This design comes from an exercise in tuning for small area on the open sky130 flow, not from production work. Only simulation tests tie the RTL to the original design; equivalence was not proved. Power and IR drop assume default switching activity.

<file path="flow/flow/run.sh">
#!/bin/bash
# Standard ORFS layout with two changes: the port buffers are the smallest
# buffer (buf_1) instead of the delay buffer buffer_ports picks by default,
# and CTS inserts no dummy loads. Each ORFS step logs to orfs/logs/; make's
# own output goes to standard.log.
set -uo pipefail
export BUFFER_PORTS_ARGS="-buffer_cell sky130_fd_sc_hd__buf_1"
export PLACE_PINS_ARGS="-min_distance 1 -min_distance_in_tracks"
export CTS_ARGS="-sink_clustering_enable -repair_clock_nets -dont_use_dummy_load -buf_list {sky130_fd_sc_hd__clkbuf_8} -sink_clustering_size 20 -sink_clustering_max_diameter 45"
bash standard.sh > standard.log 2>&1
</file>
<file path="flow/config.mk">
export PLATFORM = sky130hd
export DESIGN_NAME = sampler_top
export DESIGN_NICKNAME = sampler_top
export VERILOG_FILES = /design/flow/design.v
export SDC_FILE = /design/flow/constraint.sdc
export NUM_CORES = 4
export LEC_CHECK = 0
export ABC_AREA = 1
export ABC_CLOCK_PERIOD_IN_PS = 100000
export CAP_MARGIN = 20
export CORE_AREA = 2 2 214 214
export DIE_AREA = 0 0 216 216
export SETUP_SLACK_MARGIN = 0.05
export SLEW_MARGIN = 20
export SYNTH_HIERARCHICAL = 1
</file>
<file path="flow/constraint.sdc">
create_clock -name core_clock -period 3.0 [get_ports {clk_500}]
set_input_delay 0.6000 -clock core_clock [delete_from_list [all_inputs] [get_ports {clk_500}]]
set_output_delay 0.6000 -clock core_clock [all_outputs]
set_load 0.01 [all_outputs]
</file>
<file path="flow/standard.sh">
#!/bin/bash
# synth_recipe.tcl (not shown) runs the flow's synth.tcl, then flattens the netlist and writes it again
# the make line also repeats each setting of config.mk as NAME=value (left out here)
make -C /OpenROAD-flow-scripts/flow DESIGN_CONFIG=/design/flow/config.mk WORK_HOME=/design/flow/orfs CLKGATE_MAP_FILE= SYNTH_SCRIPT=/design/flow/synth_recipe.tcl "${@:-finish}"
</file>
<file path="flow/design.v">
`default_nettype none
package sampler_pkg;
    localparam int N_CH            = 16;   
    localparam int WINDOW          = 64;   
    localparam int SYNC_STAGES_DEF = 2;    
    typedef logic [N_CH-1:0] ch_bits_t;
    typedef logic [WINDOW-1:0] window_t;
    typedef window_t [N_CH-1:0] frame_t;
    typedef struct packed {
        logic   ready;   
        frame_t frame;   
    } capture_t;
endpackage
`default_nettype wire
`timescale 1ns/10ps
`default_nettype none
module pulse_sync (
    input  logic clk_500,
    input  logic rst,
    input  logic pulse_n,   
    output logic det_n      
);
    logic s0_q;    
    logic s1_q;    
    logic s2_q;    
    logic s3_q;    
    logic s4_nq;   
    always_ff @(posedge clk_500) begin
        s0_q  <= ~(rst | pulse_n);
        s1_q  <= s0_q;
        s2_q  <= s1_q;
        s3_q  <= s2_q;
        s4_nq <= ~s3_q;
    end
    assign det_n = ~(s3_q & s4_nq);
endmodule
`default_nettype wire
`timescale 1ns/10ps
`default_nettype none
module window_shifter (
    input  logic                  clk_500,
    input  logic                  rst,
    input  sampler_pkg::ch_bits_t det_n,    
    output logic [sampler_pkg::N_CH*sampler_pkg::WINDOW-1:0] window_n,   
    output logic [7:1]            lo_q,     
    output logic [9:1]            hi_q      
);
    localparam int W = sampler_pkg::WINDOW;
    logic [sampler_pkg::N_CH*W-1:0] hist_nq;   
    always_ff @(posedge clk_500) begin
        for (int c = 0; c < sampler_pkg::N_CH; c++) begin
            hist_nq[c*W +: W] <= {det_n[c], hist_nq[c*W+1 +: W-1]};
        end
    end
    assign window_n = hist_nq;
    always_ff @(posedge clk_500) begin
        if (rst) begin
            lo_q <= '0;
            hi_q <= '0;
        end else begin
            lo_q <= lo_q[7] ? 7'd0 : {lo_q[6:1], 1'b1};
            hi_q <= hi_q | ({hi_q[8:1], 1'b1} & {9{lo_q[7]}});
        end
    end
endmodule
`default_nettype wire
`timescale 1ns/10ps
`default_nettype none
module event_capture (
    input  logic                  clk_500,
    input  logic                  rst,
    input  logic [7:1]            lo_q,          
    input  logic [9:1]            hi_q,
    input  logic                  trig,          
    input  logic                  event_saved,   
    output logic                  ready,         
    output logic [sampler_pkg::WINDOW-1:0] take_n   
);
    localparam int W = sampler_pkg::WINDOW;
    logic       reading_q;   
    logic       waiting_q;   
    logic [9:0] ready_q;     
    logic [9:1] hi_d;        
    assign hi_d = hi_q | ({hi_q[8:1], 1'b1} & {9{lo_q[7]}});
    always_ff @(posedge clk_500) begin
        if (rst) begin
            reading_q <= 1'b0;
            waiting_q <= 1'b0;
            ready_q   <= '0;
        end else begin
            reading_q <= trig & ~reading_q & ~waiting_q;
            waiting_q <= reading_q | (waiting_q & ~event_saved);
            ready_q   <= {hi_d, 1'b1} & {10{reading_q}};
        end
    end
    logic [10:0] hi_r;   
    logic [7:0] lo_ge;   
    assign hi_r  = {1'b0, ready_q};
    assign lo_ge = {lo_q, 1'b1};
    for (genvar b = 0; b < W; b++) begin : g_take
        localparam int K = W + 4 - b;   
        assign take_n[b] = ~(hi_r[K/8+1] | (hi_r[K/8] & lo_ge[K%8]));
    end
    assign ready = ready_q[0];
endmodule
`default_nettype wire
`timescale 1ns/10ps
`default_nettype none
module sampler_top (
    input  logic                  clk_500,
    input  logic                  rst,
    input  sampler_pkg::ch_bits_t ch_n,          
    input  logic                  trig,          
    input  logic                  event_saved,   
    output sampler_pkg::capture_t evt            
);
    sampler_pkg::ch_bits_t det_n;   
    logic [sampler_pkg::N_CH*sampler_pkg::WINDOW-1:0] window_n;   
    logic [7:1] lo_q;               
    logic [9:1] hi_q;               
    logic       ready;              
    logic [sampler_pkg::WINDOW-1:0] take_n;   
    for (genvar c = 0; c < sampler_pkg::N_CH; c++) begin : g_sync
        pulse_sync i_pulse_sync (
            .clk_500 (clk_500),
            .rst     (rst),
            .pulse_n (ch_n[c]),
            .det_n   (det_n[c])
        );
    end
    window_shifter i_window_shifter (
        .clk_500  (clk_500),
        .rst      (rst),
        .det_n    (det_n),
        .window_n (window_n),
        .lo_q     (lo_q),
        .hi_q     (hi_q)
    );
    event_capture i_event_capture (
        .clk_500     (clk_500),
        .rst         (rst),
        .lo_q        (lo_q),
        .hi_q        (hi_q),
        .trig        (trig),
        .event_saved (event_saved),
        .ready       (ready),
        .take_n      (take_n)
    );
    logic [sampler_pkg::N_CH*sampler_pkg::WINDOW-1:0] frame;
    for (genvar i = 0; i < sampler_pkg::N_CH*sampler_pkg::WINDOW; i++) begin : g_out
        evt_gate i_evt_gate (
            .win_n  (window_n[i]),
            .take_n (take_n[i % sampler_pkg::WINDOW]),
            .evt    (frame[i])
        );
    end
    assign evt = {ready, frame};
endmodule
`default_nettype wire
`default_nettype none
module evt_gate (
    input  logic win_n,    
    input  logic take_n,   
    output logic evt       
);
    assign evt = ~(win_n | take_n);
endmodule
`default_nettype wire
</file>
==> metrics.csv, run 1 <==
stage;metric;value;unit
synthesis;synthesized area;27600;sq um
placed_design;DPL Wire Length;65800;microns
timing;Slew @ Worst Pin;874;ps
status;outcome;timing/DRC/antenna clean;
synthesis;Warnings, synthesis;9;
drt;drt total wl;91800;microns
synthesis;Post-synth EDFFs;0;
setup_path;Crit-path slowest cell;dfxtp_1;
timing;final hold viol count;0;
global_routing;largest net degree at the start of global routing;28;
pwr;VDD IR-drop max;0.510;mV
synthesis;top-count cell post-synth;dfxtp_1;
die;die height;216;microns
setup_path;Worst Reg2Reg Path Length in Cells;3;
die;core area;44300;sq um
die;row cnt;77;
synthesis;Top FF cell, synth;dfxtp_1;
timing;Final period util;94.9;%
synthesis;Synth top area share;82.1;%
setup_path;crit path DAT;2250;ps
synthesis;syn_nets;2389;
timing;Slew Limit Fails;0;
global_routing;first-pass GRT wire length;131000;microns
clock_network;clock sinks;1132;
clock_network;post-CTS setup buffers;0;
clock_network;worst skew pair latency;730;ps
drt;DR iter-0 viols;1930;
clock_network;clk buf depth;3;
timing;Fin Hold WS;49.8;ps
setup_path;Worst path top cell family by delay;buffers and inverters;
setup_path;WP buf/inv;3;
timing;relative slew slack;41.5;%
setup_path;kind of critical path;flip-flop to output pin;
clock_network;clk slew on worst S/H paths;110;ps
flow_run;max_cap viols;0;
pwr;P_leak;13.0;nW
global_routing;grt ovf;0;
global_routing;vias in the first global route;20500;
synthesis;mean area per synthesized cell;11.6;sq um
die;IO Pins;1045;
clock_network;Root Buffer;clkbuf_8;
die;Die Span X;216;microns
setup_path;critical path endpoint;evt[208];
synthesis;Cell variety after synth;18;
setup_path;Max stage delay on crit path;560;ps
setup_path;Data required, critical path;2400;ps
setup_path;R2R setup slack;2060;ps
synthesis;synthesized instance count;2369;
placed_design;Placed Area;32400;sq um
synthesis;post-synthesis sequential area ratio;82.1;%
timing;worst-case clock skew;63.1;ps
finish;proportion of layout cells with a drive suffix above 1;4.94;%
timing;Setup TNS;0;ps
setup_path;worst r2r dst;i_window_shifter.lo_q[2];
placed_design;Placed Instances;4036;
drt;first-pass detailed-route iteration total;9;
clock_network;H-tree levels;3;
clock_network;cts bufs inserted;81;
setup_path;critical path startpoint;i_window_shifter.lo_q[4];
global_routing;initial antenna violation count;4;
clock_network;CTS Hold Bufs;0;
finish;Net count, final;3547;
placed_design;RePlAce Congestion;1.02;
min_path;Hold/Removal Path Class;primary input to flip-flop;
global_routing;GRT Overall Usage;38.7;%
synthesis;top post-synthesis cells by area;dfxtp_1 82%, nor2_1 14%, a21oi_1 1.3%;
finish;Finished Cell Area;33600;sq um
timing;Setup violations, final;0;
synthesis;Synth top cells by count;1,132 x dfxtp_1, 1,052 x nor2_1, 71 x a21oi_1;
timing;unrepaired setup endpoints after global routing;no;
finish;Non-Filler Instances;4122;
drt;WL/cell;22.3;microns
setup_path;WP depth;5;
die;Die ar.;46700;sq um
drt;via count;21200;
drt;Post-DRT Antenna Nets;0;
drt;DRC violations left;0;
timing;fmax;351;MHz
finish;Layout Area Growth over Synthesis;21.9;%
drt;Vias/cell;5.14;
pwr;Power per Cell Area;677;nW/um^2
placed_design;I/O Buffers;1044;
setup_path;CP Launch Type;flip-flop;
synthesis;Post-synth ARST share;0;%
finish;number of fill cells;3232;
setup_path;worst flop-to-flop path startpoint;i_window_shifter.lo_q[7];
setup_path;worst path cell trace;buf_4 > a21oi_1 > buf_4 > nor2_1 > buf_1;
setup_path;Critical Path Most Common Cell;buf_4;
synthesis;area leader, netlist;dfxtp_1;
timing;minimum clock period after layout;2850;ps
die;Initial Util;62.3;%
synthesis;#FFs+latches synth;1132;
clock_network;CTS tree;yes;
setup_path;CP Max Fanout;16;
setup_path;CP Capture Type;output pin;
-- layout by cell type, fill, tap and decap left out --
master,Yosys,final
dfxtp_1,1132,1124
nor2_1,1052,1048
buf_1,0,1039
clkbuf_8,0,81
a21oi_1,71,64
buf_4,2,57
inv_1,41,41
nand2_1,34,34
nor2_2,6,10
a21oi_2,1,8
dfxtp_2,0,7
diode_2,0,5
clkbuf_2,0,5
nand2_4,1,1
nand3_1,1,1
or2_2,1,1
nor2_8,1,1
inv_4,1,1
nor2_4,1,1
dfxtp_4,0,1
-- registers in the layout, indices dropped and copies added, names as in the netlist --
| signal | flops |
|---|---|
| g_sync.i_pulse_sync.s0_q | 16 |
| g_sync.i_pulse_sync.s1_q | 16 |
| i_window_shifter.hi_q | 9 |
| i_window_shifter.hist_nq | 1024 |
| i_window_shifter.lo_q | 7 |
| g_sync.i_pulse_sync.s3_q | 16 |
| g_sync.i_pulse_sync.s2_q | 16 |
| i_event_capture.waiting_q | 1 |
| i_event_capture.reading_q | 1 |
| i_event_capture.ready_q | 10 |
| g_sync.i_pulse_sync.s4_nq | 16 |
-- report_power, final --
part | switching [mW] | internal [mW]
sequential | 0.369 | 15.6
clock | 4.30 | 2.43
combinational | 0.0332 | 0.0291
total | 4.71 | 18.1
-- logic make-up after synthesis --
kind of cell | after synthesis | synth area share (%)
flip-flops | 1132 | 82.1
AND/OR/NAND/NOR | 1097 | 15.1
buffers and inverters | 68 | 1.45
AO/OA/AOI/OAI | 72 | 1.32
-- stage by stage --
| step | power, mW | setup slack, ps | util [%] |
|---|---|---|---|
| floorplan | 16.2 | 1020 | - |
| global placement | 16.3 | 651 | 73.2 |
| detailed placement | 16.3 | 627 | 73.2 |
| CTS | 22.8 | -56.6 | 75.8 |
| global route | 23.4 | 65.1 | 75.9 |
| finish | 22.8 | 152 | 75.9 |
-- per-module statistics from Yosys, one instance, submodules excluded --
module          flip-flops and latches  cell area [sq um]  cells inside  times used
pulse_sync                           5                111             8          16
evt_gate                             0               3.75             1        1024
sampler_top                          0               7.51             1           1
window_shifter                    1040              21000          1082           1
event_capture                       12                923           134           1
-- timing repair --
item / CTS / global route
pin swaps: 0 / 0
endpoints found under the setup margin: 124 / 146
endpoints found under the hold margin: 0 / 0
gates resized for setup: 4 / 17
-- worst min path at each step --
stage                              endpoint                         start  slack [ps]  cells past startpoint
3_5_place_dp   g_sync[10].i_pulse_sync.s2_q  g_sync[10].i_pulse_sync.s1_q         310                      0
2_1_floorplan   g_sync[0].i_pulse_sync.s1_q   g_sync[0].i_pulse_sync.s0_q         310                      0
3_3_place_gp    g_sync[1].i_pulse_sync.s1_q   g_sync[1].i_pulse_sync.s0_q         310                      0
5_1_grt        g_sync[12].i_pulse_sync.s0_q                      ch_n[12]          20                      2
4_1_cts         g_sync[6].i_pulse_sync.s0_q                       ch_n[6]           7                      2
6_report       g_sync[10].i_pulse_sync.s0_q                      ch_n[10]          50                      2
-- area by class of cell --
cell class	count	area (sq um)	area share, %
Timing Repair Buffer	1101	4350	12.9
Multi-Input combinational cell	1169	4570	13.6
Inverter	42	160	0.476
Sequential cell	1132	22700	67.4
Tap cell	592	741	2.20
Antenna cell	5	12.5	0.0372
Clock buffer	81	1110	3.32
-- worst register-to-register path, cell delays in order (launching register included) --
cell and delay (ps):
dfxtp_4 580, nor2_8 80, inv_4 140, nor2_2 40
-- metal layers --
metal  vias to the layer above  GRT usage [%]  part of all wire [%]
met4                         2           30.9                   9.1
met1                      9758           41.5                    35
met2                      1411           56.5                    44
li1                       9509              -                     -
met3                       505           21.1                    13
met5                         -           1.15                 0.036
==> inputs of run 2 (changes only) <==
--- a/flow/config.mk
+++ b/flow/config.mk
@@ -11,4 +11,5 @@
 export CORE_AREA = 2 2 214 214
 export DIE_AREA = 0 0 216 216
+export GPL_TIMING_DRIVEN = 0
 export SETUP_SLACK_MARGIN = 0.05
 export SLEW_MARGIN = 20
==> run 2 against run 1 <==
Now fails the layout checks on setup timing. Die area did not move. Clock-buffer cell count fell by 3. Cell count decreased by 0.51%. Global-route usage shrank 2.3 points. Critical path depth fell by 1. Design area rose by 1.5%. Fmax fell by 5.5%. Core utilization increased by 1.1 points. Worst hold slack improved by 4.3 ps.
==> metrics.csv, run 2 <==
stage;metric;value;unit;change
clock_network;CTS tree;yes;;unchanged
global_routing;GRT Overall Usage;36.4;%;was 38.7%
finish;Layout Area Growth over Synthesis;23.6;%;was 21.9%
synthesis;#FFs+latches synth;1132;;unchanged
synthesis;largest family of logic cells by synthesized area;simple AND/OR/NAND/NOR gates;;unchanged
pwr;P_leak;13.1;nW;was 13.0 nW
status;outcome;failed layout checks;;was timing/DRC/antenna clean
pwr;Comb power frac;0.4;%;was 0.3%
min_path;min-delay src;ch_n[3];;was ch_n[10]
setup_path;CP Capture Type;output pin;;unchanged
synthesis;post-synthesis sequential area ratio;82.1;%;unchanged
drt;DR iter-0 viols;1430;;was 1,930
synthesis;synthesized instance count;2369;;unchanged
min_path;WHS Path Cells;2;;unchanged
pwr;clock share of power;29.4;%;was 29.6%
synthesis;Top FF cell, synth;dfxtp_1;;unchanged
setup_path;worst r2r dst;i_event_capture.ready_q[3];;was i_window_shifter.lo_q[2]
setup_path;CP Max Fanout;16;;unchanged
timing;worst setup margin;-12.5;ps;was 152 ps
synthesis;Synth Area in XOR/XNOR;0;%;unchanged
setup_path;crit path DAT;2410;ps;was 2250 ps
setup_path;CP Launch Type;flip-flop;;unchanged
drt;DRC violations left;0;;unchanged
synthesis;mean area per synthesized cell;11.6;sq um;unchanged
drt;via count;20700;;was 21,200
setup_path;Worst Reg2Reg Path Length in Cells;4;;was 3
finish;Net count, final;3526;;was 3,547
synthesis;synthesized area;27600;sq um;unchanged
placed_design;DPL Wire Length;63900;microns;was 65,800 microns
finish;max reg flops;1024;;unchanged
die;row cnt;77;;unchanged
status;SO Viols;setup timing;;
synthesis;Post-synth EDFFs;0;;unchanged
timing;minimum clock period after layout;3010;ps;was 2850 ps
finish;proportion of layout cells with a drive suffix above 1;5.62;%;was 4.94%
clock_network;clk slew on worst S/H paths;100;ps;was 110 ps
clock_network;clock sinks;1132;;unchanged
die;Die ar.;46700;sq um;unchanged
finish;number of fill cells;3169;;was 3,232
finish;Final Util;77.0;%;was 75.9%
placed_design;I/O Buffers;1044;;unchanged
clock_network;worst skew pair latency;680;ps;was 730 ps
timing;relative slew slack;33.5;%;was 41.5%
drt;Vias/cell;5.04;;was 5.14
setup_path;worst flop-to-flop path startpoint;i_window_shifter.lo_q[7];;unchanged
pwr;share of power burned in registers;70.2;%;about the same
timing;unrepaired setup endpoints after global routing;yes;;was no
die;IO Pins;1045;;unchanged
synthesis;Warnings, synthesis;9;;unchanged
timing;fmax;332;MHz;was 351 MHz
drt;drt total wl;88400;microns;was 91,800 microns
drt;Post-DRT Antenna Nets;0;;unchanged
timing;Setup violations, final;3;;was 0
clock_network;H-tree levels;3;;unchanged
finish;commonest cells after routing, fill and taps aside;1,132 x dfxtp_1, 1,044 x nor2_1, 1,039 x buf_1;;was 1,124 x dfxtp_1, 1,048 x nor2_1, 1,039 x buf_1
setup_path;R2R setup slack;2040;ps;was 2060 ps
synthesis;top-count cell post-synth;dfxtp_1;;unchanged
pwr;sw frac;20.7;%;about the same
synthesis;Synth top area share;82.1;%;unchanged
synthesis;multiplexer share of the synthesized area;0;%;unchanged
setup_path;kind of critical path;flip-flop to output pin;;unchanged
die;die height;216;microns;unchanged
synthesis;Synth top cells by count;1,132 x dfxtp_1, 1,052 x nor2_1, 71 x a21oi_1;;unchanged
timing;Fin Hold WS;54.0;ps;was 49.8 ps
die;core area;44300;sq um;unchanged
die;Die Span X;216;microns;unchanged
synthesis;simple-gate share of the synthesized area;15.1;%;unchanged
clock_network;clk buf depth;3;;unchanged
synthesis;Post-Synth Adder-Cell Area;0;%;unchanged
global_routing;vias in the first global route;19700;;was 20,500
pwr;VDD IR-drop max;0.560;mV;was 0.510 mV
pwr;Internal;18.0;mW;was 18.1 mW
timing;worst-case clock skew;50.3;ps;was 63.1 ps
clock_network;Root Buffer;clkbuf_8;;unchanged
pwr;Psw;4.68;mW;was 4.71 mW
global_routing;largest net degree at the start of global routing;21;;was 28
synthesis;syn_nets;2389;;unchanged
drt;first-pass detailed-route iteration total;7;;was 9
drt;WL/cell;21.6;microns;was 22.3 microns
synthesis;area leader, netlist;dfxtp_1;;unchanged
global_routing;initial antenna violation count;5;;was 4
placed_design;RePlAce Congestion;0.978;;was 1.02
flow_run;max_cap viols;0;;unchanged
synthesis;Post-synth ARST share;0;%;unchanged
die;Initial Util;62.3;%;unchanged
finish;Reg with most FFs;i_window_shifter.hist_nq;;unchanged
global_routing;grt ovf;0;;unchanged
timing;Slew Limit Fails;0;;unchanged
min_path;Hold Path Sink;g_sync[3].i_pulse_sync.s0_q;;was g_sync[10].i_pulse_sync.s0_q
global_routing;first-pass GRT wire length;124000;microns;was 131,000 microns
timing;Slew @ Worst Pin;998;ps;was 874 ps
finish;commonest non-fill, non-tap cell in the layout;dfxtp_1;;unchanged
setup_path;Data required, critical path;2400;ps;about the same
clock_network;cts bufs inserted;78;;was 81
synthesis;top post-synthesis cells by area;dfxtp_1 82%, nor2_1 14%, a21oi_1 1.3%;;unchanged
synthesis;Synth Area in Compound Gates;1.32;%;unchanged
synthesis;Cell variety after synth;18;;unchanged
min_path;Hold/Removal Path Class;primary input to flip-flop;;unchanged
timing;final hold viol count;0;;unchanged
pwr;Power per Cell Area;664;nW/um^2;was 677 nW/um^2
timing;Final period util;100;%;was 94.9%
[run 2: kinds of logic (layout without fill, tap and decap cells)]
kind of cell,Yosys count,after routing
flops,1132,1132
simple gates,1097,1097
compound gates,72,72
buf+inv,68,1203
other cells,0,5
[run 2: critical path, stage by stage (launching register included)]
cell and delay (ps):
dfxtp_1 310, clkbuf_2 330, a21oi_2 740, nor2_1 130
buf_1 220
[run 2: through the flow]
step	setup slack [ps]	std cells	area (sq um)	setup TNS, ps	power, mW
global route	-120	4100	34100	-3180	23.4
detailed placement	366	4015	32500	0	16.3
global placement	68.0	4005	32300	0	16.3
finish	-12.5	4101	34100	-18.6	22.7
CTS	24.7	4094	33800	0	22.7
floorplan	1020	2369	27600	0	16.2
[run 2: worst max path at each step]
| stage | startpoint | to | slack, ps |
|---|---|---|---|
| finish | i_window_shifter.lo_q[5] | evt[151] | -10 |
| global route | i_window_shifter.lo_q[5] | evt[151] | -120 |
| CTS | i_window_shifter.lo_q[5] | evt[151] | 20 |
| detailed placement | i_window_shifter.lo_q[3] | evt[169] | 370 |
| global placement | i_window_shifter.lo_q[6] | evt[894] | 70 |
| floorplan | i_window_shifter.lo_q[7] | evt[1021] | 1020 |
[run 2: area by class of cell]
class	instances	area, sq um	share of cell area (%)
Antenna cell	5	12.5	0.0367
Buffer	26	254	0.745
Clock buffer	78	1070	3.15
Inverter	42	160	0.469
Multi-Input combinational cell	1169	5140	15.1
Sequential cell	1132	22700	66.4
Tap cell	592	741	2.17
Timing Repair Buffer	1057	4070	11.9
[run 2: modules after synthesis (local to each module, per instance)]
module | area, sq um | cells inside
event_capture | 923 | 134
evt_gate | 3.75 | 1
sampler_top | 7.51 | 1
window_shifter | 21000 | 1082
pulse_sync | 111 | 8
[run 2: what timing repair did]
| action | CTS | global route |
|---|---|---|
| hold buffers | 1 | 0 |
| gates resized for setup | 38 | 45 |
| buffers inserted | 0 | 2 |
| endpoints found under the hold margin | 1 | 0 |
| setup endpoints to repair | 536 | 434 |
| pin swaps | 0 | 1 |
[run 2: power by group through the flow]
stage,clock [mW],sequential [mW],combinational [mW]
CTS,6.70,15.9,0.0841
floorplan,0,16.1,0.0452
detailed placement,0,16.2,0.0786
global route,7.28,16.0,0.0966
global placement,0,16.2,0.0715
finish,6.66,15.9,0.0889
[run 2: layer usage]
layer | wire length (microns) | vias to the layer above | GRT usage, %
met5 | 0 | - | 1.25
met1 | 30600 | 9566 | 38.0
li1 | - | 9466 | -
met4 | 8230 | 0 | 30.5
met3 | 10900 | 442 | 18.7
met2 | 38800 | 1195 | 54.5
==> inputs of run 3 (changes only) <==
==> flow/flow/run.sh (replaced) <==
#!/bin/bash
# Standard ORFS layout (standard.sh, unchanged synthesis) with three changes:
#  - the port buffers are the smallest buffer (buf_1) instead of the delay
#    buffer buffer_ports picks by default;
#  - pins may sit one routing track apart, so a small square die fits all
#    1045 ports;
#  - CTS uses clkbuf_8 with larger sink clusters and inserts no dummy loads.
# Each ORFS step logs to orfs/logs/; make's own output goes to standard.log.
set -uo pipefail
export BUFFER_PORTS_ARGS="-buffer_cell sky130_fd_sc_hd__buf_1"
export PLACE_PINS_ARGS="-min_distance 1 -min_distance_in_tracks"
export CTS_ARGS="-sink_clustering_enable -repair_clock_nets -dont_use_dummy_load -buf_list {sky130_fd_sc_hd__clkbuf_8} -sink_clustering_size 20 -sink_clustering_max_diameter 45"
bash standard.sh > standard.log 2>&1
--- a/flow/config.mk
+++ b/flow/config.mk
@@ -9,7 +9,6 @@
 export ABC_CLOCK_PERIOD_IN_PS = 100000
 export CAP_MARGIN = 20
-export CORE_AREA = 2 2 214 214
-export DIE_AREA = 0 0 216 216
-export GPL_TIMING_DRIVEN = 0
+export CORE_AREA = 2 2 210 210
+export DIE_AREA = 0 0 212 212
 export SETUP_SLACK_MARGIN = 0.05
 export SLEW_MARGIN = 20
==> run 3 against run 2 <==
The flow now stops in global routing. Synthesized cell count unchanged. Area after synthesis unchanged.
==> metrics.csv, run 3 <==
stage;metric;value;unit;change
synthesis;Synth top cells by count;1,132 x dfxtp_1, 1,052 x nor2_1, 71 x a21oi_1;;unchanged
die;die height;212;microns;was 216 microns
clock_network;clk buf depth;3;;unchanged
placed_design;I/O Buffers;1044;;unchanged
synthesis;largest family of logic cells by synthesized area;simple AND/OR/NAND/NOR gates;;unchanged
synthesis;Cell variety after synth;18;;unchanged
global_routing;largest net degree at the start of global routing;28;;
synthesis;Synth top area share;82.1;%;unchanged
synthesis;Warnings, synthesis;9;;unchanged
synthesis;post-synthesis sequential area ratio;82.1;%;unchanged
die;Die Span X;212;microns;was 216 microns
synthesis;Synth Area in Compound Gates;1.32;%;unchanged
synthesis;synthesized area;27600;sq um;unchanged
clock_network;CTS Hold Bufs;0;;was 1
status;outcome;aborted with a tool error;;was failed layout checks
synthesis;Post-Synth Adder-Cell Area;0;%;unchanged
die;IO Pins;1045;;unchanged
global_routing;vias in the first global route;21200;;
status;Last stage;global routing;;
synthesis;multiplexer share of the synthesized area;0;%;unchanged
global_routing;first-pass GRT wire length;127000;microns;
global_routing;GRT Overall Usage;39.6;%;
clock_network;cts bufs inserted;76;;was 78
placed_design;DPL Wire Length;64500;microns;was 63,900 microns
synthesis;Post-synth ARST share;0;%;unchanged
placed_design;RePlAce Congestion;1.03;;was 0.978
die;Initial Util;64.3;%;was 62.3%
clock_network;Root Buffer;clkbuf_8;;unchanged
status;stop err;[ERROR GRT-0116] Global routing finished with congestion. Check the congestion regions in the DRC Viewer.;;
clock_network;H-tree levels;3;;unchanged
synthesis;top post-synthesis cells by area;dfxtp_1 82%, nor2_1 14%, a21oi_1 1.3%;;unchanged
synthesis;synthesized instance count;2369;;unchanged
synthesis;syn_nets;2389;;unchanged
synthesis;top-count cell post-synth;dfxtp_1;;unchanged
synthesis;Top FF cell, synth;dfxtp_1;;unchanged
synthesis;Synth Area in XOR/XNOR;0;%;unchanged
synthesis;mean area per synthesized cell;11.6;sq um;unchanged
synthesis;#FFs+latches synth;1132;;unchanged
synthesis;area leader, netlist;dfxtp_1;;unchanged
clock_network;clock sinks;1132;;unchanged
synthesis;Post-synth EDFFs;0;;unchanged
synthesis;simple-gate share of the synthesized area;15.1;%;unchanged
clock_network;post-CTS setup buffers;0;;unchanged
die;row cnt;76;;was 77
global_routing;grt ovf;5;;
## run 3: cell counts after synthesis
Identical to the previous run, type by type.
## run 3: kinds of logic after synthesis
family	count (synthesis)
compound gates	72
buf+inv	68
flops	1132
simple gates	1097
## run 3: worst min-delay path by stage
| stage | from | endpoint | slack, ps | depth (start not counted) |
|---|---|---|---|---|
| after floorplan | g_sync[0].i_pulse_sync.s0_q | g_sync[0].i_pulse_sync.s1_q | 310 | 0 |
| after global placement | g_sync[8].i_pulse_sync.s2_q | g_sync[8].i_pulse_sync.s3_q | 310 | 0 |
| after detailed placement | g_sync[13].i_pulse_sync.s1_q | g_sync[13].i_pulse_sync.s2_q | 310 | 0 |
| after CTS | ch_n[9] | g_sync[9].i_pulse_sync.s0_q | 20 | 2 |
## run 3: Yosys stat by module, one instance, submodules excluded
module	copies in the design	cells	flops+latches
event_capture	1	134	12
evt_gate	1024	1	0
pulse_sync	16	8	5
sampler_top	1	1	0
window_shifter	1	1082	1040
## run 3: power groups by stage
| stage | logic [mW] | clock network (mW) | registers [mW] |
|---|---|---|---|
| after floorplan | 0.0452 | 0 | 16.1 |
| after CTS | 0.0628 | 6.56 | 16.0 |
| after detailed placement | 0.0616 | 0 | 16.3 |
| after global placement | 0.0584 | 0 | 16.3 |
## run 3: through the flow
| stage | util [%] | cells | cell area (sq um) | setup TNS [ps] | setup WS (ps) |
|---|---|---|---|---|---|
| floorplan | - | 2369 | 27600 | 0 | 1020 |
| detailed placement | 75.6 | 4025 | 32400 | 0 | 568 |
| CTS | 78.1 | 4101 | 33500 | -3180 | -87.7 |
| global placement | 75.5 | 4024 | 32400 | 0 | 642 |
## run 3: repair_timing
item                                   CTS
pin swaps                                0
resized for setup                        6
setup endpoints to repair              183
endpoints found under the hold margin    0
## run 3: layer usage
layer / global-route usage [%] / overflow
met2: 60.8 / 5
met1: 41.3 / 0
met4: 32.7 / 0
met3: 19.0 / 0
met5: 0.222 / 0
==> inputs of run 4 (changes only) <==
--- a/flow/config.mk
+++ b/flow/config.mk
@@ -9,7 +9,6 @@
 export ABC_CLOCK_PERIOD_IN_PS = 100000
 export CAP_MARGIN = 20
-export CORE_AREA = 2 2 210 210
-export DIE_AREA = 0 0 212 212
-export SETUP_SLACK_MARGIN = 0.05
+export CORE_AREA = 2 2 214 214
+export DIE_AREA = 0 0 216 216
 export SLEW_MARGIN = 20
 export SYNTH_HIERARCHICAL = 1
==> run 4 against run 3 <==
Area after synthesis unchanged. Synthesized cell count did not move. Now clean on timing, DRC and antenna.
==> metrics.csv, run 4 <==
stage;metric;value;unit;change
status;outcome;timing/DRC/antenna clean;;was aborted with a tool error
die;Initial Util;62.3;%;was 64.3%
pwr;P_leak;13.0;nW;
synthesis;Warnings, synthesis;9;;unchanged
finish;Net count, final;3547;;
synthesis;Synth top cells by count;1,132 x dfxtp_1, 1,052 x nor2_1, 71 x a21oi_1;;unchanged
finish;Finished Cell Area;33600;sq um;
pwr;share of power burned in registers;70.1;%;
finish;commonest cells after routing, fill and taps aside;1,124 x dfxtp_1, 1,049 x nor2_1, 1,041 x buf_1;;
timing;Final period util;94.9;%;
synthesis;syn_nets;2389;;unchanged
die;row cnt;77;;was 76
synthesis;top post-synthesis cells by area;dfxtp_1 82%, nor2_1 14%, a21oi_1 1.3%;;unchanged
clock_network;Root Buffer;clkbuf_8;;unchanged
placed_design;RePlAce Congestion;1.02;;was 1.03
drt;Vias/cell;5.14;;
timing;fmax;351;MHz;
setup_path;critical path startpoint;i_window_shifter.lo_q[4];;
synthesis;synthesized area;27600;sq um;unchanged
drt;drt total wl;91600;microns;
clock_network;H-tree levels;3;;unchanged
timing;relative slew slack;41.7;%;
pwr;Comb power frac;0.3;%;
setup_path;CP Launch Type;flip-flop;;
timing;Slew @ Worst Pin;871;ps;
synthesis;top-count cell post-synth;dfxtp_1;;unchanged
global_routing;first-pass GRT wire length;131000;microns;
synthesis;Cell variety after synth;18;;unchanged
clock_network;clk buf depth;3;;unchanged
setup_path;Max stage delay on crit path;560;ps;
setup_path;crit path DAT;2250;ps;
setup_path;R2R setup slack;2070;ps;
timing;final hold viol count;0;;
pwr;clock share of power;29.6;%;
synthesis;Post-synth EDFFs;0;;unchanged
setup_path;Crit-path slowest cell;dfxtp_1;;
setup_path;kind of critical path;flip-flop to output pin;;
finish;Layout Area Growth over Synthesis;21.8;%;
drt;WL/cell;22.2;microns;
placed_design;Placed Instances;4036;;was 4,025
global_routing;vias in the first global route;20500;;
synthesis;Top FF cell, synth;dfxtp_1;;unchanged
timing;unrepaired setup endpoints after global routing;no;;
min_path;Hold/Removal Path Class;primary input to flip-flop;;
global_routing;largest net degree at the start of global routing;28;;
pwr;Internal;18.1;mW;
drt;DRC violations left;0;;
global_routing;initial antenna violation count;4;;
die;Die Span X;216;microns;was 212 microns
pwr;Power per Cell Area;677;nW/um^2;
setup_path;Critical Path Most Common Cell;buf_4;;
placed_design;DPL Wire Length;65800;microns;was 64,500 microns
placed_design;I/O Buffers;1044;;unchanged
synthesis;synthesized instance count;2369;;unchanged
finish;proportion of layout cells with a drive suffix above 1;4.85;%;
synthesis;area leader, netlist;dfxtp_1;;unchanged
synthesis;Synth top area share;82.1;%;unchanged
clock_network;CTS tree;yes;;
timing;Setup TNS;0;ps;
synthesis;post-synthesis sequential area ratio;82.1;%;unchanged
clock_network;cts bufs inserted;81;;was 76
clock_network;clk slew on worst S/H paths;110;ps;
pwr;Psw;4.71;mW;
finish;number of fill cells;3233;;
die;core area;44300;sq um;
pwr;power after layout;22.8;mW;
pwr;VDD IR-drop max;0.510;mV;
timing;Setup violations, final;0;;
setup_path;Data required, critical path;2400;ps;
finish;Non-Filler Instances;4123;;
timing;worst-case clock skew;64.5;ps;
setup_path;worst flop-to-flop path startpoint;i_window_shifter.lo_q[7];;
synthesis;Post-synth ARST share;0;%;unchanged
clock_network;clock sinks;1132;;unchanged
setup_path;CP Max Fanout;16;;
die;IO Pins;1045;;unchanged
placed_design;Placed Area;32400;sq um;about the same
drt;first-pass detailed-route iteration total;7;;
pwr;sw frac;20.7;%;
timing;Slew Limit Fails;0;;
drt;via count;21200;;
setup_path;CP Capture Type;output pin;;
finish;commonest non-fill, non-tap cell in the layout;dfxtp_1;;
timing;minimum clock period after layout;2850;ps;
drt;DR iter-0 viols;2031;;
global_routing;GRT Overall Usage;38.7;%;
flow_run;max_cap viols;0;;
die;die height;216;microns;was 212 microns
global_routing;grt ovf;0;;
drt;Post-DRT Antenna Nets;0;;
clock_network;worst skew pair latency;730;ps;
finish;max reg flops;1024;;
die;Die ar.;46700;sq um;
synthesis;#FFs+latches synth;1132;;unchanged
finish;Reg with most FFs;i_window_shifter.hist_nq;;
synthesis;mean area per synthesized cell;11.6;sq um;unchanged
min_path;min-delay src;ch_n[11];;
setup_path;worst path cell trace;buf_4 > a21oi_1 > buf_4 > nor2_1 > buf_1;;
run 4: cell counts after synthesis:
No cell type changed its count.
run 4: layout make-up:
| class | instances | area [sq um] | area share (%) |
|---|---|---|---|
| clock buffers | 81 | 1110 | 3.32 |
| multi-input cells | 1169 | 4570 | 13.6 |
| diodes | 6 | 15.0 | 0.0447 |
| flip-flops and latches | 1132 | 22700 | 67.4 |
| repair buffers | 1101 | 4350 | 12.9 |
| well taps | 592 | 741 | 2.20 |
| inverters | 42 | 160 | 0.476 |
run 4: modules after synthesis, one instance, submodules excluded:
| module | cells | times used | flops+latches | area (sq um) |
|---|---|---|---|---|
| evt_gate | 1 | 1024 | 0 | 3.75 |
| event_capture | 134 | 1 | 12 | 923 |
| sampler_top | 1 | 1 | 0 | 7.51 |
| pulse_sync | 8 | 16 | 5 | 111 |
| window_shifter | 1082 | 1 | 1040 | 21000 |
run 4: through the flow:
step | util, % | setup WS, ps | hold slack, ps
global route | 75.8 | 32.0 | 20.0
global placement | 73.2 | 651 | 310
finish | 75.9 | 152 | 51.2
CTS | 75.8 | -56.6 | 7.40
detailed placement | 73.2 | 627 | 312
floorplan | - | 1020 | 310
run 4: path summary, 6_finish.rpt:
| path | end | cells after the start |
|---|---|---|
| setup / recovery | evt[208] | 5 |
| hold / removal | g_sync[11].i_pulse_sync.s0_q | 2 |
| setup reg to reg | i_window_shifter.lo_q[2] | 3 |
| hold reg to reg | i_window_shifter.hist_nq[591] | 0 |
run 4: critical path: cells and delay by family, from the launching register on:
family                 cells  cell delay [ps]
buffers and inverters      3              840
AND/OR/NAND/NOR            1              110
AO/OA/AOI/OAI              1               70
flip-flops                 1              560
run 4: metal layers:
metal  routed length (microns)  part of all wire, %  global-route usage [%]
met1                     31600                   34                    41.5
met2                     40100                   44                    56.5
met3                     11800                   13                    21.1
met4                      8100                  8.8                    30.9
met5                         0                    0                    1.15
run 4: kinds of logic after synthesis:
kind of cell	share of synthesized area, %
flops	82.1
buf+inv	1.45
compound gates	1.32
simple gates	15.1
run 4: power groups by stage:
stage / Clock, mW / Combinational, mW / Sequential, mW
4_1_cts: 6.77 / 0.0625 / 15.9
2_1_floorplan: 0 / 0.0452 / 16.1
5_1_grt: 7.33 / 0.0690 / 16.0
6_report: 6.74 / 0.0626 / 16.0
3_3_place_gp: 0 / 0.0592 / 16.3
3_5_place_dp: 0 / 0.0618 / 16.3
run 4: timing repair:
item / in CTS / in global routing
buffers inserted: 0 / 0
hold buffers: 0 / 0
resized for setup: 4 / 14
setup endpoints to repair: 82 / 117
==> inputs of run 5 (changes only) <==
--- a/flow/config.mk
+++ b/flow/config.mk
@@ -11,4 +11,5 @@
 export CORE_AREA = 2 2 214 214
 export DIE_AREA = 0 0 216 216
+export SETUP_SLACK_MARGIN = 0.05
 export SLEW_MARGIN = 20
 export SYNTH_HIERARCHICAL = 1
==> run 5 against run 4 <==
Via count barely moved. Largest power group unchanged. Fmax barely moved. Critical endpoint unchanged. Critical path depth did not move. Register-to-register slack barely moved. Power barely moved. Sequential power barely moved.
==> metrics.csv, run 5 <==
stage;metric;value;unit;change
finish;max reg flops;1024;;unchanged
timing;Setup violations, final;0;;unchanged
setup_path;kind of critical path;flip-flop to output pin;;unchanged
setup_path;CP Capture Type;output pin;;unchanged
synthesis;Top FF cell, synth;dfxtp_1;;unchanged
drt;WL/cell;22.3;microns;was 22.2 microns
clock_network;Root Buffer;clkbuf_8;;unchanged
clock_network;clk buf depth;3;;unchanged
timing;minimum clock period after layout;2850;ps;about the same
finish;commonest non-fill, non-tap cell in the layout;dfxtp_1;;unchanged
pwr;clock share of power;29.6;%;about the same
synthesis;post-synthesis sequential area ratio;82.1;%;unchanged
timing;Slew Limit Fails;0;;unchanged
global_routing;largest net degree at the start of global routing;28;;unchanged
timing;relative slew slack;41.5;%;was 41.7%
timing;final hold viol count;0;;unchanged
drt;first-pass detailed-route iteration total;9;;was 7
clock_network;H-tree levels;3;;unchanged
pwr;Comb power frac;0.3;%;about the same
finish;Layout Area Growth over Synthesis;21.9;%;was 21.8%
setup_path;CP Launch Type;flip-flop;;unchanged
status;outcome;timing/DRC/antenna clean;;unchanged
setup_path;crit path DAT;2250;ps;about the same
timing;Slew @ Worst Pin;874;ps;was 871 ps
drt;DR iter-0 viols;1930;;was 2,031
clock_network;CTS Hold Bufs;0;;unchanged
synthesis;Post-synth ARST share;0;%;unchanged
synthesis;top post-synthesis cells by area;dfxtp_1 82%, nor2_1 14%, a21oi_1 1.3%;;unchanged
global_routing;vias in the first global route;20500;;unchanged
drt;DRC violations left;0;;unchanged
clock_network;cts bufs inserted;81;;unchanged
synthesis;multiplexer share of the synthesized area;0;%;unchanged
timing;fmax;351;MHz;about the same
finish;number of fill cells;3232;;was 3,233
die;die height;216;microns;unchanged
drt;Vias/cell;5.14;;about the same
die;core area;44300;sq um;unchanged
synthesis;top-count cell post-synth;dfxtp_1;;unchanged
drt;via count;21200;;about the same
setup_path;CP Max Fanout;16;;unchanged
min_path;Hold/Removal Path Class;primary input to flip-flop;;unchanged
setup_path;worst path cell trace;buf_4 > a21oi_1 > buf_4 > nor2_1 > buf_1;;unchanged
timing;unrepaired setup endpoints after global routing;no;;unchanged
pwr;P_leak;13.0;nW;about the same
setup_path;Max stage delay on crit path;560;ps;about the same
global_routing;first-pass GRT wire length;131000;microns;unchanged
synthesis;Post-synth EDFFs;0;;unchanged
pwr;share of power burned in registers;70.2;%;was 70.1%
synthesis;area leader, netlist;dfxtp_1;;unchanged
placed_design;I/O Buffers;1044;;unchanged
die;row cnt;77;;unchanged
synthesis;Synth Area in Compound Gates;1.32;%;unchanged
clock_network;worst skew pair latency;730;ps;about the same
synthesis;Synth top area share;82.1;%;unchanged
clock_network;clk slew on worst S/H paths;110;ps;about the same
synthesis;simple-gate share of the synthesized area;15.1;%;unchanged
synthesis;Post-Synth Adder-Cell Area;0;%;unchanged
placed_design;RePlAce Congestion;1.02;;unchanged
pwr;Psw;4.71;mW;about the same
setup_path;Worst path top cell family by delay;buffers and inverters;;unchanged
synthesis;Synth top cells by count;1,132 x dfxtp_1, 1,052 x nor2_1, 71 x a21oi_1;;unchanged
timing;Fin Hold WS;49.8;ps;was 51.2 ps
placed_design;DPL Wire Length;65800;microns;unchanged
timing;worst-case clock skew;63.1;ps;was 64.5 ps
global_routing;initial antenna violation count;4;;unchanged
synthesis;mean area per synthesized cell;11.6;sq um;unchanged
synthesis;largest family of logic cells by synthesized area;simple AND/OR/NAND/NOR gates;;unchanged
drt;drt total wl;91800;microns;was 91,600 microns
finish;commonest cells after routing, fill and taps aside;1,124 x dfxtp_1, 1,048 x nor2_1, 1,039 x buf_1;;was 1,124 x dfxtp_1, 1,049 x nor2_1, 1,041 x buf_1
flow_run;max_cap viols;0;;unchanged
setup_path;Critical Path Most Common Cell;buf_4;;unchanged
placed_design;Placed Instances;4036;;unchanged
timing;worst setup margin;152;ps;about the same
placed_design;Placed Area;32400;sq um;unchanged
synthesis;Cell variety after synth;18;;unchanged
synthesis;#FFs+latches synth;1132;;unchanged
timing;Final period util;94.9;%;about the same
global_routing;grt ovf;0;;unchanged
finish;proportion of layout cells with a drive suffix above 1;4.94;%;was 4.85%
die;Initial Util;62.3;%;unchanged
synthesis;synthesized instance count;2369;;unchanged
clock_network;CTS tree;yes;;unchanged
placed_design;dpl ws;627;ps;unchanged
pwr;sw frac;20.7;%;about the same
synthesis;Synth Area in XOR/XNOR;0;%;unchanged
pwr;Internal;18.1;mW;unchanged
synthesis;synthesized area;27600;sq um;unchanged
synthesis;syn_nets;2389;;unchanged
synthesis;Warnings, synthesis;9;;unchanged
pwr;VDD IR-drop max;0.510;mV;about the same
finish;Finished Cell Area;33600;sq um;about the same
drt;Post-DRT Antenna Nets;0;;unchanged
clock_network;clock sinks;1132;;unchanged
setup_path;Crit-path slowest cell;dfxtp_1;;unchanged
die;IO Pins;1045;;unchanged
die;Die Span X;216;microns;unchanged
finish;Reg with most FFs;i_window_shifter.hist_nq;;unchanged
setup_path;Data required, critical path;2400;ps;about the same
die;Die ar.;46700;sq um;unchanged
global_routing;GRT Overall Usage;38.7;%;unchanged
finish;Net count, final;3547;;unchanged
setup_path;WP buf/inv;3;;unchanged
finish;Non-Filler Instances;4122;;was 4,123
pwr;Power per Cell Area;677;nW/um^2;about the same
run 5: cell counts after synthesis:
No cell type changed its count.
run 5: metal layers:
| metal | global-route usage, % | share of wire, % | routed length (microns) | vias to the layer above |
|---|---|---|---|---|
| li1 | - | - | - | 9509 |
| met1 | 41.5 | 35 | 31700 | 9758 |
| met2 | 56.5 | 44 | 39900 | 1411 |
| met3 | 21.1 | 13 | 11800 | 505 |
| met4 | 30.9 | 9.1 | 8310 | 2 |
| met5 | 1.15 | 0.036 | 33 | - |
run 5: logic make-up after synthesis:
family                 after synthesis
AO/OA/AOI/OAI                       72
flip-flops                        1132
buffers and inverters               68
AND/OR/NAND/NOR                   1097
run 5: power groups by stage:
stage,Combinational (mW),Clock (mW),Sequential [mW]
6_report,0.0623,6.73,16.0
5_1_grt,0.0690,7.33,16.0
4_1_cts,0.0625,6.77,15.9
3_5_place_dp,0.0618,0,16.3
3_3_place_gp,0.0592,0,16.3
2_1_floorplan,0.0452,0,16.1
run 5: what timing repair did:
item,CTS,global route
pin swaps,0,0
setup endpoints to repair,124,146
buffers inserted,0,0
gates resized for setup,4,17
run 5: worst reg2reg max path: stages, from the launching register on:
cell and delay, ps:
dfxtp_4 580, nor2_8 80, inv_4 140, nor2_2 40
run 5: worst paths after layout:
| check | startpoint | endpoint | slack (ps) | cells past startpoint |
|---|---|---|---|---|
| worst min register to register | i_window_shifter.hist_nq[592] | i_window_shifter.hist_nq[591] | 290 | 0 |
| worst max register to register | i_window_shifter.lo_q[7] | i_window_shifter.lo_q[2] | 2060 | 3 |
| worst max-delay path | i_window_shifter.lo_q[4] | evt[208] | 150 | 5 |
| worst min-delay path | ch_n[10] | g_sync[10].i_pulse_sync.s0_q | 50 | 2 |
run 5: Yosys stat by module, one instance, submodules excluded:
| module | flops+latches | area [sq um] | times used |
|---|---|---|---|
| event_capture | 12 | 923 | 1 |
| evt_gate | 0 | 3.75 | 1024 |
| pulse_sync | 5 | 111 | 16 |
| sampler_top | 0 | 7.51 | 1 |
| window_shifter | 1040 | 21000 | 1 |
run 5: final cells by class:
| type | count | area, sq um | share of cell area, % |
|---|---|---|---|
| antenna | 5 | 12.5 | 0.0372 |
| clock buffer | 81 | 1110 | 3.32 |
| inverter | 42 | 160 | 0.476 |
| multi-input combinational | 1169 | 4570 | 13.6 |
| sequential | 1132 | 22700 | 67.4 |
| tap | 592 | 741 | 2.20 |
| timing repair buffer | 1101 | 4350 | 12.9 |
run 5: per-stage QoR:
step | power, mW | TNS [ps] | util [%]
3_3_place_gp | 16.3 | 0 | 73.2
2_1_floorplan | 16.2 | 0 | -
3_5_place_dp | 16.3 | 0 | 73.2
5_1_grt | 23.4 | 0 | 75.9
6_report | 22.8 | 0 | 75.9
4_1_cts | 22.8 | -585 | 75.8
==> inputs of run 6 (changes only) <==
--- a/flow/config.mk
+++ b/flow/config.mk
@@ -8,8 +8,8 @@
 export ABC_AREA = 1
 export ABC_CLOCK_PERIOD_IN_PS = 100000
-export CAP_MARGIN = 20
+export CAP_MARGIN = 0
 export CORE_AREA = 2 2 214 214
 export DIE_AREA = 0 0 216 216
 export SETUP_SLACK_MARGIN = 0.05
-export SLEW_MARGIN = 20
+export SLEW_MARGIN = 0
 export SYNTH_HIERARCHICAL = 1
==> run 6 against run 5 <==
Worst hold slack stayed put. Fmax did not move. Cell count did not move. Non-clock buffer count stayed put. Via count unchanged. Clock power is essentially flat. Core utilization unchanged. Clock-buffer cell count unchanged. Register-to-register slack barely moved. Critical path depth is the same. Area after synthesis unchanged. Clock skew unchanged. Largest power group unchanged.
==> metrics.csv, run 6 <==
stage;metric;value;unit;change
status;outcome;timing/DRC/antenna clean;;unchanged
drt;via count;21200;;unchanged
global_routing;initial antenna violation count;4;;unchanged
min_path;Hold/Removal Path Class;primary input to flip-flop;;unchanged
finish;Multi-input gate area;4570;sq um;unchanged
drt;drt total wl;91800;microns;unchanged
synthesis;Synth Area in Compound Gates;1.32;%;unchanged
drt;Post-DRT Antenna Nets;0;;unchanged
synthesis;Post-synth EDFFs;0;;unchanged
finish;Layout Area Growth over Synthesis;21.9;%;unchanged
placed_design;DPL Wire Length;65800;microns;unchanged
flow_run;max_cap viols;0;;unchanged
pwr;Power per Cell Area;677;nW/um^2;unchanged
clock_network;clock sinks;1132;;unchanged
drt;DRC violations left;0;;unchanged
finish;Sequential cell area;22700;sq um;unchanged
timing;Final period util;94.9;%;unchanged
clock_network;worst skew pair latency;730;ps;about the same
global_routing;largest net degree at the start of global routing;28;;unchanged
global_routing;met2 Track Usage GR;56.5;%;unchanged
finish;Net count, final;3547;;unchanged
global_routing;met3 GRT Util;21.1;%;unchanged
synthesis;Synth top area share;82.1;%;unchanged
synthesis;Post-Synth Adder-Cell Area;0;%;unchanged
finish;number of fill cells;3232;;unchanged
die;IO Pins;1045;;unchanged
global_routing;vias in the first global route;20500;;unchanged
drt;Vias/cell;5.14;;unchanged
synthesis;#FFs+latches synth;1132;;unchanged
synthesis;Synth Area in XOR/XNOR;0;%;unchanged
synthesis;simple-gate share of the synthesized area;15.1;%;unchanged
die;row cnt;77;;unchanged
clock_network;cts bufs inserted;81;;unchanged
timing;fmax;351;MHz;unchanged
placed_design;RePlAce Congestion;1.02;;unchanged
clock_network;CTS tree;yes;;unchanged
die;Die Span X;216;microns;unchanged
synthesis;top-count cell post-synth;dfxtp_1;;unchanged
setup_path;CP Max Fanout;16;;unchanged
clock_network;Root Buffer;clkbuf_8;;unchanged
synthesis;largest family of logic cells by synthesized area;simple AND/OR/NAND/NOR gates;;unchanged
die;die height;216;microns;unchanged
synthesis;Warnings, synthesis;9;;unchanged
die;Die ar.;46700;sq um;unchanged
synthesis;Top FF cell, synth;dfxtp_1;;unchanged
synthesis;top post-synthesis cells by area;dfxtp_1 82%, nor2_1 14%, a21oi_1 1.3%;;unchanged
setup_path;Data required, critical path;2400;ps;about the same
drt;DR iter-0 viols;1930;;unchanged
placed_design;I/O Buffers;1044;;unchanged
setup_path;Critical Path Most Common Cell;buf_4;;unchanged
synthesis;synthesized area;27600;sq um;unchanged
finish;commonest cells after routing, fill and taps aside;1,124 x dfxtp_1, 1,048 x nor2_1, 1,039 x buf_1;;unchanged
pwr;VDD IR-drop max;0.510;mV;unchanged
timing;unrepaired setup endpoints after global routing;no;;unchanged
drt;first-pass detailed-route iteration total;9;;unchanged
timing;Setup TNS;0;ps;unchanged
synthesis;area leader, netlist;dfxtp_1;;unchanged
setup_path;crit path DAT;2250;ps;about the same
finish;Finished Cell Area;33600;sq um;unchanged
pwr;P_leak;13.0;nW;unchanged
clock_network;clk slew on worst S/H paths;110;ps;about the same
drt;WL/cell;22.3;microns;unchanged
global_routing;first-pass GRT wire length;131000;microns;unchanged
timing;minimum clock period after layout;2850;ps;unchanged
timing;relative slew slack;41.5;%;unchanged
die;Initial Util;62.3;%;unchanged
synthesis;Synth top cells by count;1,132 x dfxtp_1, 1,052 x nor2_1, 71 x a21oi_1;;unchanged
setup_path;CP Capture Type;output pin;;unchanged
pwr;power after layout;22.8;mW;unchanged
clock_network;H-tree levels;3;;unchanged
synthesis;synthesized instance count;2369;;unchanged
timing;final hold viol count;0;;unchanged
timing;Setup violations, final;0;;unchanged
synthesis;Post-synth ARST share;0;%;unchanged
global_routing;GRT Overall Usage;38.7;%;unchanged
timing;Slew Limit Fails;0;;unchanged
placed_design;Placed Area;32400;sq um;unchanged
global_routing;met1 usage;41.5;%;unchanged
setup_path;Max stage delay on crit path;560;ps;about the same
setup_path;Crit-path slowest cell;dfxtp_1;;unchanged
synthesis;syn_nets;2389;;unchanged
global_routing;gr busiest metal;met2;;unchanged
finish;proportion of layout cells with a drive suffix above 1;4.94;%;unchanged
clock_network;CTS Hold Bufs;0;;unchanged
global_routing;grt ovf;0;;unchanged
finish;commonest non-fill, non-tap cell in the layout;dfxtp_1;;unchanged
finish;max reg flops;1024;;unchanged
timing;worst-case clock skew;63.1;ps;unchanged
setup_path;kind of critical path;flip-flop to output pin;;unchanged
synthesis;Cell variety after synth;18;;unchanged
synthesis;mean area per synthesized cell;11.6;sq um;unchanged
timing;Slew @ Worst Pin;874;ps;unchanged
finish;Reg with most FFs;i_window_shifter.hist_nq;;unchanged
synthesis;post-synthesis sequential area ratio;82.1;%;unchanged
clock_network;clk buf depth;3;;unchanged
die;core area;44300;sq um;unchanged
setup_path;CP Launch Type;flip-flop;;unchanged
synthesis;multiplexer share of the synthesized area;0;%;unchanged
setup_path;worst path cell trace;buf_4 > a21oi_1 > buf_4 > nor2_1 > buf_1;;unchanged
==> run 6: cell counts after synthesis <==
No cell type changed its count.
==> run 6: routing by layer <==
layer	vias up	routed length [microns]
li1	9509	-
met1	9758	31700
met2	1411	39900
met3	505	11800
met4	2	8310
met5	-	33
==> run 6: final cells by class <==
type,instances,share of cell area [%]
multi-input cells,1169,13.6
inverters,42,0.476
flip-flops and latches,1132,67.4
repair buffers,1101,12.9
diodes,5,0.0372
clock buffers,81,3.32
well taps,592,2.20
==> run 6: per-stage QoR <==
step,cells,util [%],hold WS [ps],worst slack (ps)
after floorplan,2369,-,310,1020
after global placement,4036,73.2,310,651
after detailed placement,4036,73.2,312,627
after CTS,4117,75.8,7.40,-56.6
after global routing,4119,75.9,20.0,65.1
final,4122,75.9,49.8,152
==> run 6: report_power, final <==
part / total (mW) / switching (mW) / internal [mW] / leakage [nW]
Sequential: 16.0 / 0.369 / 15.6 / 9.35
Combinational: 0.0623 / 0.0332 / 0.0291 / 3.09
Clock: 6.73 / 4.30 / 2.43 / 0.582
==> run 6: cell families after synthesis <==
group / after synthesis
simple gates: 1097
buf+inv: 68
compound gates: 72
flops: 1132
==> run 6: worst max-delay path, delay by kind of cell, from the launching register on <==
family | cells | cell delay (ps)
AOI/OAI and AO/OA | 1 | 70
DFF | 1 | 560
buffers and inverters | 3 | 830
and+or+nand+nor | 1 | 110
==> run 6: Yosys stat by module, one instance, submodules excluded <==
module	area, sq um	times used
evt_gate	3.75	1024
sampler_top	7.51	1
window_shifter	21000	1
event_capture	923	1
pulse_sync	111	16
==> run 6: path summary, 6_finish.rpt <==
path                                         to  cells past startpoint                     startpoint  slack, ps
hold reg to reg   i_window_shifter.hist_nq[591]                      0  i_window_shifter.hist_nq[592]        290
setup / recovery                       evt[208]                      5       i_window_shifter.lo_q[4]        150
hold / removal     g_sync[10].i_pulse_sync.s0_q                      2                       ch_n[10]         50
setup reg to reg       i_window_shifter.lo_q[2]                      3       i_window_shifter.lo_q[7]       2060
==> run 6: timing repair <==
| item | 4_1_cts | 5_1_grt |
|---|---|---|
| gates resized for setup | 4 | 19 |
| buffers inserted | 0 | 0 |
| endpoints found under the setup margin | 124 | 174 |
==> inputs of run 7 (changes only) <==
--- a/flow/flow/run.sh
+++ b/flow/flow/run.sh
@@ -10,4 +10,4 @@
 export BUFFER_PORTS_ARGS="-buffer_cell sky130_fd_sc_hd__buf_1"
 export PLACE_PINS_ARGS="-min_distance 1 -min_distance_in_tracks"
-export CTS_ARGS="-sink_clustering_enable -repair_clock_nets -dont_use_dummy_load -buf_list {sky130_fd_sc_hd__clkbuf_8} -sink_clustering_size 20 -sink_clustering_max_diameter 45"
+export CTS_ARGS="-sink_clustering_enable -repair_clock_nets -dont_use_dummy_load -buf_list {sky130_fd_sc_hd__clkbuf_4} -sink_clustering_size 11 -sink_clustering_max_diameter 30"
 bash standard.sh > standard.log 2>&1
--- a/flow/config.mk
+++ b/flow/config.mk
@@ -8,8 +8,8 @@
 export ABC_AREA = 1
 export ABC_CLOCK_PERIOD_IN_PS = 100000
-export CAP_MARGIN = 0
+export CAP_MARGIN = 20
 export CORE_AREA = 2 2 214 214
 export DIE_AREA = 0 0 216 216
 export SETUP_SLACK_MARGIN = 0.05
-export SLEW_MARGIN = 0
+export SLEW_MARGIN = 20
 export SYNTH_HIERARCHICAL = 1
==> run 7 against run 6 <==
Now fails the layout checks on setup timing. Synthesized cell count stayed put. Cell count is 2.5% higher. Area after synthesis stayed put. Clock skew is 5.6 ps higher. Via count is 3.2% higher. Core utilization is 1.3 points higher. Critical path depth stayed put. Clock-buffer cell count is 66 higher. Setup slack worse by 230 ps. Critical path type unchanged. Critical endpoint is now evt[742]. Largest cell class unchanged.
==> metrics.csv, run 7 <==
stage;metric;value;unit;change
status;outcome;failed layout checks;;was timing/DRC/antenna clean
status;SO Viols;setup timing;;
finish;Layout Area Growth over Synthesis;24.0;%;was 21.9%
min_path;Hold/Removal Path Class;flip-flop to flip-flop;;was primary input to flip-flop
synthesis;Warnings, synthesis;9;;unchanged
clock_network;clk slew on worst S/H paths;90;ps;was 110 ps
timing;final hold viol count;0;;unchanged
setup_path;kind of critical path;flip-flop to output pin;;unchanged
synthesis;top-count cell post-synth;dfxtp_1;;unchanged
timing;Fin Hold WS;286;ps;was 49.8 ps
drt;DR iter-0 viols;1922;;was 1,930
synthesis;Cell variety after synth;18;;unchanged
global_routing;grt ovf;0;;unchanged
pwr;clock share of power;29.3;%;was 29.6%
synthesis;Post-synth EDFFs;0;;unchanged
drt;drt total wl;94300;microns;was 91,800 microns
pwr;Internal;17.9;mW;was 18.1 mW
pwr;P_leak;13.6;nW;was 13.0 nW
timing;relative slew slack;47.3;%;was 41.5%
clock_network;cts bufs inserted;147;;was 81
clock_network;clock sinks;1132;;unchanged
clock_network;clk buf depth;3;;unchanged
clock_network;worst skew pair latency;960;ps;was 730 ps
placed_design;Placed Area;32400;sq um;unchanged
drt;Post-DRT Antenna Nets;0;;unchanged
die;Die ar.;46700;sq um;unchanged
synthesis;mean area per synthesized cell;11.6;sq um;unchanged
timing;Final period util;103;%;was 94.9%
setup_path;Critical Path Most Common Cell;buf_4;;unchanged
drt;via count;21900;;was 21,200
timing;minimum clock period after layout;3080;ps;was 2850 ps
setup_path;crit path DAT;2480;ps;was 2250 ps
drt;DRC violations left;0;;unchanged
global_routing;GRT Overall Usage;39.8;%;was 38.7%
finish;Net count, final;3649;;was 3,547
setup_path;Max stage delay on crit path;500;ps;was 560 ps
clock_network;H-tree levels;4;;was 3
clock_network;Root Buffer;clkbuf_4;;was clkbuf_8
die;die height;216;microns;unchanged
timing;unrepaired setup endpoints after global routing;yes;;was no
synthesis;Post-synth ARST share;0;%;unchanged
die;row cnt;77;;unchanged
timing;Slew Limit Fails;0;;unchanged
timing;fmax;325;MHz;was 351 MHz
pwr;Comb power frac;0.4;%;was 0.3%
synthesis;top post-synthesis cells by area;dfxtp_1 82%, nor2_1 14%, a21oi_1 1.3%;;unchanged
global_routing;initial antenna violation count;4;;unchanged
synthesis;synthesized area;27600;sq um;unchanged
finish;commonest cells after routing, fill and taps aside;1,117 x dfxtp_1, 1,032 x nor2_1, 967 x buf_1;;was 1,124 x dfxtp_1, 1,048 x nor2_1, 1,039 x buf_1
timing;Setup violations, final;2;;was 0
finish;Final Util;77.2;%;was 75.9%
synthesis;synthesized instance count;2369;;unchanged
pwr;VDD IR-drop max;0.595;mV;was 0.510 mV
setup_path;Data required, critical path;2400;ps;about the same
drt;Vias/cell;5.18;;was 5.14
finish;Reg with most FFs;i_window_shifter.hist_nq;;unchanged
synthesis;Synth top cells by count;1,132 x dfxtp_1, 1,052 x nor2_1, 71 x a21oi_1;;unchanged
synthesis;Top FF cell, synth;dfxtp_1;;unchanged
synthesis;#FFs+latches synth;1132;;unchanged
timing;Slew @ Worst Pin;791;ps;was 874 ps
synthesis;Synth top area share;82.1;%;unchanged
synthesis;area leader, netlist;dfxtp_1;;unchanged
die;core area;44300;sq um;unchanged
die;Initial Util;62.3;%;unchanged
finish;Finished Cell Area;34200;sq um;was 33,600 sq um
setup_path;CP Max Fanout;13;;was 16
synthesis;post-synthesis sequential area ratio;82.1;%;unchanged
die;Die Span X;216;microns;unchanged
timing;worst-case clock skew;68.6;ps;was 63.1 ps
finish;number of fill cells;3180;;was 3,232
pwr;Psw;4.80;mW;was 4.71 mW
global_routing;first-pass GRT wire length;134000;microns;was 131,000 microns
drt;first-pass detailed-route iteration total;8;;was 9
die;IO Pins;1045;;unchanged
setup_path;CP Capture Type;output pin;;unchanged
setup_path;CP Launch Type;flip-flop;;unchanged
pwr;sw frac;21.2;%;was 20.7%
clock_network;CTS tree;yes;;unchanged
setup_path;worst path cell trace;buf_4 > a21oi_4 > buf_4 > nor2_1 > buf_1;;was buf_4 > a21oi_1 > buf_4 > nor2_1 > buf_1
global_routing;largest net degree at the start of global routing;28;;unchanged
finish;commonest non-fill, non-tap cell in the layout;dfxtp_1;;unchanged
synthesis;syn_nets;2389;;unchanged
placed_design;RePlAce Congestion;1.02;;unchanged
finish;max reg flops;1024;;unchanged
setup_path;Crit-path slowest cell;dfxtp_4;;was dfxtp_1
placed_design;I/O Buffers;1044;;unchanged
pwr;Power per Cell Area;664;nW/um^2;was 677 nW/um^2
pwr;share of power burned in registers;70.4;%;was 70.2%
timing;worst setup margin;-80.8;ps;was 152 ps
flow_run;max_cap viols;0;;unchanged
finish;proportion of layout cells with a drive suffix above 1;9.82;%;was 4.94%
global_routing;vias in the first global route;21200;;was 20,500
placed_design;DPL Wire Length;65800;microns;unchanged
drt;WL/cell;22.3;microns;about the same
run 7: final timing paths:
kind / start / to / slack [ps] / cells after the start
worst max register to register: i_window_shifter.lo_q[7] / i_window_shifter.hi_q[4] / 1980 / 3
worst min register to register: g_sync[10].i_pulse_sync.s1_q / g_sync[10].i_pulse_sync.s2_q / 290 / 0
worst max-delay path: i_event_capture.ready_q[3] / evt[742] / -80 / 5
worst min-delay path: g_sync[10].i_pulse_sync.s1_q / g_sync[10].i_pulse_sync.s2_q / 290 / 0
run 7: Yosys stat by module (local to each module, per instance):
module / copies in the design / flops+latches
window_shifter: 1 / 1040
event_capture: 1 / 12
pulse_sync: 16 / 5
sampler_top: 1 / 0
evt_gate: 1024 / 0
run 7: routing by layer:
layer,up-vias,part of all wire (%),global-route usage [%]
met2,1587,44,57.4
li1,9752,-,-
met1,10000,34,42.3
met3,506,13,22.4
met5,-,0.16,0.938
met4,6,8.4,33.0
run 7: critical path: cells and delay by family (launching register included):
| kind | cells | cell delay (ps) |
|---|---|---|
| AOI/OAI and AO/OA | 1 | 80 |
| DFF | 1 | 500 |
| buffers and inverters | 3 | 620 |
| and+or+nand+nor | 1 | 340 |
run 7: power by group through the flow:
| stage | logic [mW] | clock network [mW] | registers [mW] |
|---|---|---|---|
| floorplan | 0.0452 | 0 | 16.1 |
| global placement | 0.0592 | 0 | 16.3 |
| detailed placement | 0.0618 | 0 | 16.3 |
| CTS | 0.0828 | 6.75 | 15.9 |
| global route | 0.0946 | 7.37 | 16.0 |
| finish | 0.0875 | 6.64 | 16.0 |
run 7: cells by family (layout without fill, tap and decap cells):
logic type,count (synthesis),after routing,share of synthesized area (%)
and+or+nand+nor,1097,1097,15.1
buffers and inverters,68,1326,1.45
other,0,4,0
AOI/OAI and AO/OA,72,72,1.32
DFF,1132,1132,82.1
run 7: through the flow:
stage                     TNS, ps  std cells  total power, mW  worst slack, ps
after detailed placement        0       4036             16.3              627
after global routing         -330       4223             23.5             -140
after floorplan                 0       2369             16.2             1020
after global placement          0       4036             16.3              651
after CTS                       0       4202             22.8             11.9
final                        -101       4223             22.7            -80.8
run 7: layout make-up:
cell class                      instances  area, sq um  share of cell area, %
Timing Repair Buffer                 1137         4800                   14.0
Multi-Input combinational cell       1169         4690                   13.7
Antenna cell                            4         10.0                 0.0293
Clock buffer                          147         1100                   3.23
Tap cell                              592          741                   2.16
Inverter                               42          160                  0.468
Sequential cell                      1132        22700                   66.4
run 7: repair_timing:
| action | in CTS | in global routing |
|---|---|---|
| hold endpoints to repair | 18 | 0 |
| hold buffers | 18 | 0 |
| gates cloned | 0 | 1 |
| buffers inserted | 1 | 16 |
| gates resized for setup | 55 | 111 |
| endpoints found under the setup margin | 877 | 249 |
| pin swaps | 0 | 2 |

re-timing with driven ports:
In the flow no input, the clock included, has a driving cell. The finished layouts below were timed again as built, in two steps.
Step 1: set_driving_cell puts a clkbuf_16 on clk_500 and a buf_2 on each other input, an assumption about the parent block.
Step 2, shift: input delay + t, output delay - t, t = (earliest + latest rising clock arrival at the registers) / 2. This alone moves slack from input paths to output paths.
Slacks: ideal ports / drivers / drivers and shift; pairs: ideal ports / drivers.
| run | t (ns) | setup slack, ns | hold slack, ns | worst data-port slew with drivers (ns) | cell pins on the clock port's net |
|---|---|---|---|---|---|
| run 1 | 0.742 | 0.152 / 0.093 / 0.835 | 0.050 / 0.017 / 0.293 | 0.21 | 1 |
| run 2 | 0.731 | -0.012 / -0.068 / 0.663 | 0.054 / 0.021 / 0.301 | 0.12 | 1 |
| run 4 | 0.746 | 0.152 / 0.092 / 0.839 | 0.051 / 0.016 / 0.291 | 0.21 | 1 |
| run 5 | 0.742 | 0.152 / 0.093 / 0.835 | 0.050 / 0.017 / 0.293 | 0.21 | 1 |
| run 6 | 0.742 | 0.152 / 0.093 / 0.835 | 0.050 / 0.017 / 0.293 | 0.21 | 1 |
| run 7 | 0.980 | -0.081 / -0.138 / 0.842 | 0.286 / 0.286 / 0.286 | 0.11 | 1 |
